Context: an optimization exercise on an open-source flow, tuned for small area and a short achievable clock period. The choices shown serve that exercise and are no tape-out recipe. Where RTL was checked, it was by simulation tests only, not by an equivalence proof against the original.

==> flow/design.v (excerpt) <==
module pressure_count_linearizer (
    input  logic                  clk,
    input  logic                  rst_n,
    input  logic                  cfg_we,
    input  logic [pcl_pkg::CFG_IDX_W-1:0]  cfg_index,
    input  logic [pcl_pkg::CFG_DATA_W-1:0] cfg_data,
    input  logic                  start,
    output logic                  busy,
    input  logic [pcl_pkg::COUNT_W-1:0]    factory_count,
    input  logic [pcl_pkg::COUNT_W-1:0]    raw_count,
    output logic                  done,
    output logic [pcl_pkg::OUT_W-1:0]      pressure_utorr,
    output logic [pcl_pkg::RANGE_W-1:0]    display_range
);
    assign busy = 1'b0;
    logic               mode_r;
    logic signed [10:0] ot_r;
    logic signed [14:0] om_r;
    logic signed [10:0] ot_raw, ot_cl;
    logic signed [14:0] om_raw, om_cl;
    always_comb begin
        ot_raw = $signed(cfg_data[10:0]);
        om_raw = $signed(cfg_data[14:0]);
        if (ot_raw > 11'sd700)       ot_cl = 11'sd700;
        else if (ot_raw < -11'sd700) ot_cl = -11'sd700;
        else                         ot_cl = ot_raw;
        if (om_raw > 15'sd10000)       om_cl = 15'sd10000;
        else if (om_raw < -15'sd10000) om_cl = -15'sd10000;
        else                           om_cl = om_raw;
    end
    always_ff @(posedge clk or negedge rst_n) begin
        if (!rst_n) begin
            mode_r <= 1'b0;
            ot_r   <= '0;
            om_r   <= '0;
        end else if (cfg_we) begin
            case (cfg_index)
                2'd0: mode_r <= cfg_data[0];
                2'd1: ot_r   <= ot_cl;
                2'd2: om_r   <= om_cl;
                default: ;
            endcase
        end
    end
    logic        s1_valid;
    logic        s1_mode;
    logic [15:0] s1_v;
    logic [2:0] sub;
    logic [12:0] grp;
    logic       sel;
    logic [12:0] s1_ct;
    logic [1:0] s1_cf;
    always_ff @(posedge clk or negedge rst_n) begin
        if (!rst_n) s1_valid <= 1'b0;
  ...
Size: about 90 I/O pins.
==> flow/config.mk <==
export PLATFORM = sky130hd
export DESIGN_NAME = pressure_count_linearizer
export DESIGN_NICKNAME = pressure_count_linearizer
export VERILOG_FILES = /design/flow/design.v
export SDC_FILE = /design/flow/constraint.sdc
export NUM_CORES = 4
export LEC_CHECK = 0
export CAP_MARGIN = 20
export CORE_MARGIN = 2
export CORE_UTILIZATION = 60
export SLEW_MARGIN = 20
==> flow/constraint.sdc <==
create_clock -name core_clock -period 12.0 [get_ports {clk}]
set_input_delay 2.4000 -clock core_clock [delete_from_list [all_inputs] [get_ports {clk}]]
set_output_delay 2.4000 -clock core_clock [all_outputs]
set_load 0.01 [all_outputs]
standard.sh (not shown) runs the stock make flow with config.mk's settings and CLKGATE_MAP_FILE= SYNTH_SCRIPT=/design/flow/synth_recipe.tcl, a recipe that flattens the netlist after the stock synthesis.
==> flow/flow/run.sh <==
#!/bin/bash
# Standard layout, with one netlist step between synthesis and floorplan:
# polfix.py picks the polarity of each full adder so that fewer inverters are
# needed (a full adder with all inputs inverted gives both outputs inverted).
# Registers, their names and cell types are those of the standard synthesis.
set -e
cd "$(dirname "$0")/.."
bash standard.sh synth > synth.log 2>&1
R=orfs/results/sky130hd/pressure_count_linearizer/base
cp $R/1_2_yosys.v 1_2_yosys.standard.v
python3 flow/polfix.py 1_2_yosys.standard.v $R/1_2_yosys.v > polfix.log 2>&1
touch $R/1_2_yosys.v
bash standard.sh SETUP_SLACK_MARGIN=8.3 finish > layout.log 2>&1
Other scripts of this flow, unchanged in this note and not shown: flow/flow/polfix.py
The starting point completed without violations.
Next try:
--- a/flow/design.v
+++ b/flow/design.v
@@ -1766,25 +1766,31 @@
     logic fa4_G71, fa4_P71;
     assign fa4_G71 = fa4_g36 | (fa4_p36 & fa4_G44);
     assign fa4_P71 = fa4_p36 & fa4_P44;
     logic fa4_G72, fa4_P72;
     assign fa4_G72 = fa4_g38 | (fa4_p38 & fa4_G53);
     assign fa4_P72 = fa4_p38 & fa4_P53;
     assign total = {(fa4_p39 ^ fa4_G72), (fa4_p38 ^ fa4_G53), (fa4_p37 ^ fa4_G71), (fa4_p36 ^ fa4_G44), (fa4_p35 ^ fa4_G70), (fa4_p34 ^ fa4_G52), (fa4_p33 ^ fa4_G69), (fa4_p32 ^ fa4_G38), (fa4_p31 ^ fa4_G68), (fa4_p30 ^ fa4_G51), (fa4_p29 ^ fa4_G67), (fa4_p28 ^ fa4_G43), (fa4_p27 ^ fa4_G66), (fa4_p26 ^ fa4_G50), (fa4_p25 ^ fa4_G65), (fa4_p24 ^ fa4_G39), (fa4_p23 ^ fa4_G64), (fa4_p22 ^ fa4_G49), (fa4_p21 ^ fa4_G63), (fa4_p20 ^ fa4_G42), (fa4_p19 ^ fa4_G62), (fa4_p18 ^ fa4_G48), (fa4_p17 ^ fa4_G61), (fa4_p16 ^ fa4_G36), (fa4_p15 ^ fa4_G60), (fa4_p14 ^ fa4_G47), (fa4_p13 ^ fa4_G59), (fa4_p12 ^ fa4_G41), (fa4_p11 ^ fa4_G58), (fa4_p10 ^ fa4_G46), (fa4_p9 ^ fa4_G57), (fa4_p8 ^ fa4_G31), (fa4_p7 ^ fa4_G56), (fa4_p6 ^ fa4_G45), (fa4_p5 ^ fa4_G55), (fa4_p4 ^ fa4_G21), (fa4_p3 ^ fa4_G54), (fa4_p2 ^ fa4_G1), (fa4_p1 ^ fa4_gc), (fa4_p0 ^ s3_c)};
     assign q = total[50:17];
+    logic [39:0] d_hi, d_mid;
+    logic lt_hi, lt_mid;
+    assign d_hi = s3_a + s3_b + {39'd0, s3_c} + 40'hfe8287bfc0;
+    assign d_mid = s3_a + s3_b + {39'd0, s3_c} + 40'hfffc2f7000;
+    assign lt_hi  = d_hi[39];
+    assign lt_mid = d_mid[39];
     logic        done_r;
     logic [32:0] p_r;
     logic [1:0]  rng_r;
     always_ff @(posedge clk or negedge rst_n) begin
         if (!rst_n) done_r <= 1'b0;
         else        done_r <= s3_valid;
     end
     always_ff @(posedge clk) begin
         p_r <= q[33] ? 33'd0 : q[32:0];
-        if (q > 34'sd100000000)     rng_r <= 2'd0;
-        else if (q >= 34'sd1000000) rng_r <= 2'd1;
-        else                        rng_r <= 2'd2;
+        if (!lt_hi)      rng_r <= 2'd0;
+        else if (!lt_mid) rng_r <= 2'd1;
+        else             rng_r <= 2'd2;
     end
     assign done           = done_r;
     assign pressure_utorr = p_r;
     assign display_range  = rng_r;
 endmodule
Outcome:
- register-to-register slack gets better by 50 ps
- clock-buffer cell count is higher by 9
- worst hold slack gets worse by 9.8 ps
- worst setup slack gets better by 55 ps
- synthesized cell count is higher by a few percent
- global-route usage is lower by 0.43 points
- final area is higher by a few percent
- cell count is higher by a few percent
No run of this note included a check of the RTL's function; only the layout flow was run.

Another version of the RTL of pressure_count_linearizer (not shown whole).
Size: ~2300 cells after synthesis.
clock: 12.0 ns
lec_check: 0
cap_margin: 20
core_margin: 2
core_utilization: 40
slew_margin: 20
Scripts as last shown in full above: flow/flow/run.sh
Other scripts of this flow, unchanged in this note and not shown: flow/flow/polfix.py
The starting point ran to the end with no violations.
Then changed:
--- a/flow/design.v
+++ b/flow/design.v
@@ -19,40 +19,52 @@
     output logic                  done,
     output logic [pcl_pkg::OUT_W-1:0]      pressure_utorr,
     output logic [pcl_pkg::RANGE_W-1:0]    display_range
 );
     assign busy = 1'b0;
     logic               mode_r;
     logic signed [10:0] ot_r;
     logic signed [14:0] om_r;
+    logic               we_t, we_m;
+    logic [14:0]        cfg_d;
     logic signed [10:0] ot_raw, ot_cl;
     logic signed [14:0] om_raw, om_cl;
+    always_ff @(posedge clk or negedge rst_n) begin
+        if (!rst_n) begin
+            mode_r <= 1'b0;
+            we_t   <= 1'b0;
+            we_m   <= 1'b0;
+        end else begin
+            if (cfg_we && cfg_index == 2'd0)
+                mode_r <= cfg_data[0];
+            we_t <= cfg_we && cfg_index == 2'd1;
+            we_m <= cfg_we && cfg_index == 2'd2;
+        end
+    end
+    always_ff @(posedge clk) begin
+        cfg_d <= cfg_data;
+    end
     always_comb begin
-        ot_raw = $signed(cfg_data[10:0]);
-        om_raw = $signed(cfg_data[14:0]);
+        ot_raw = $signed(cfg_d[10:0]);
+        om_raw = $signed(cfg_d[14:0]);
         if (ot_raw > 11'sd700)       ot_cl = 11'sd700;
         else if (ot_raw < -11'sd700) ot_cl = -11'sd700;
         else                         ot_cl = ot_raw;
         if (om_raw > 15'sd10000)       om_cl = 15'sd10000;
         else if (om_raw < -15'sd10000) om_cl = -15'sd10000;
         else                           om_cl = om_raw;
     end
     always_ff @(posedge clk or negedge rst_n) begin
         if (!rst_n) begin
-            mode_r <= 1'b0;
-            ot_r   <= '0;
-            om_r   <= '0;
-        end else if (cfg_we) begin
-            case (cfg_index)
-                2'd0: mode_r <= cfg_data[0];
-                2'd1: ot_r   <= ot_cl;
-                2'd2: om_r   <= om_cl;
-                default: ;
-            endcase
+            ot_r <= '0;
+            om_r <= '0;
+        end else begin
+            if (we_t) ot_r <= ot_cl;
+            if (we_m) om_r <= om_cl;
         end
     end
     logic        s1_valid;
     logic        s1_mode;
     logic [15:0] s1_v;
     logic [2:0] sub;
     logic [12:0] grp;
     logic       sel;
After rerunning: Global-route usage rises by 0.52 points. Maximum frequency falls by about 1.1%. Non-clock buffer count rises by 7. Cell count rises by about 0.6%. Count of clock-buffer cells in the layout rises by 1. Clock skew is about the same. Setup slack degrades by 0.042 ns. Worst hold slack stays flat. Utilization falls by 0.22 points. Final area rises by 1.4%.
For the second run of this note, only the layout was checked, not whether the RTL still works.

## static timing again, ports no longer ideal
No port has a modelled driver above. Below, the same layouts with a new extraction and two added sets of constraints.
Step 1 (the two cells are an assumption about what drives the block):
set clk [get_ports {clk}]
set_driving_cell -lib_cell sky130_fd_sc_hd__clkbuf_16 $clk
set_driving_cell -lib_cell sky130_fd_sc_hd__buf_2 [delete_from_list [all_inputs] $clk]
Step 2 moves the port delays by t, midway between the first and last clock arrival at a register: inputs arrive t later, outputs are due t later. That takes back most of the time a late clock gives input paths.
Three values: ideal ports, drivers, drivers and shift; two values: the first two.
| run | t (ns) | setup slack, ns | cell pins on the clock port's net |
|---|---|---|---|
| the first run of note 1 | 0.643 | 8.216 / 8.216 / 7.683 | 1 |
| the second run of note 1 | 0.603 | 8.270 / 8.270 / 7.783 | 1 |
| the first run of note 2 | 0.621 | 8.288 / 8.288 / 7.741 | 1 |
| the second run of note 2 | 0.621 | 8.246 / 8.246 / 7.846 | 1 |
After both steps setup and hold are still met in every run listed. The setup slack of the first run of note 2, which loses most, moves by 0.000 ns with the drivers and by -0.547 ns with both steps.
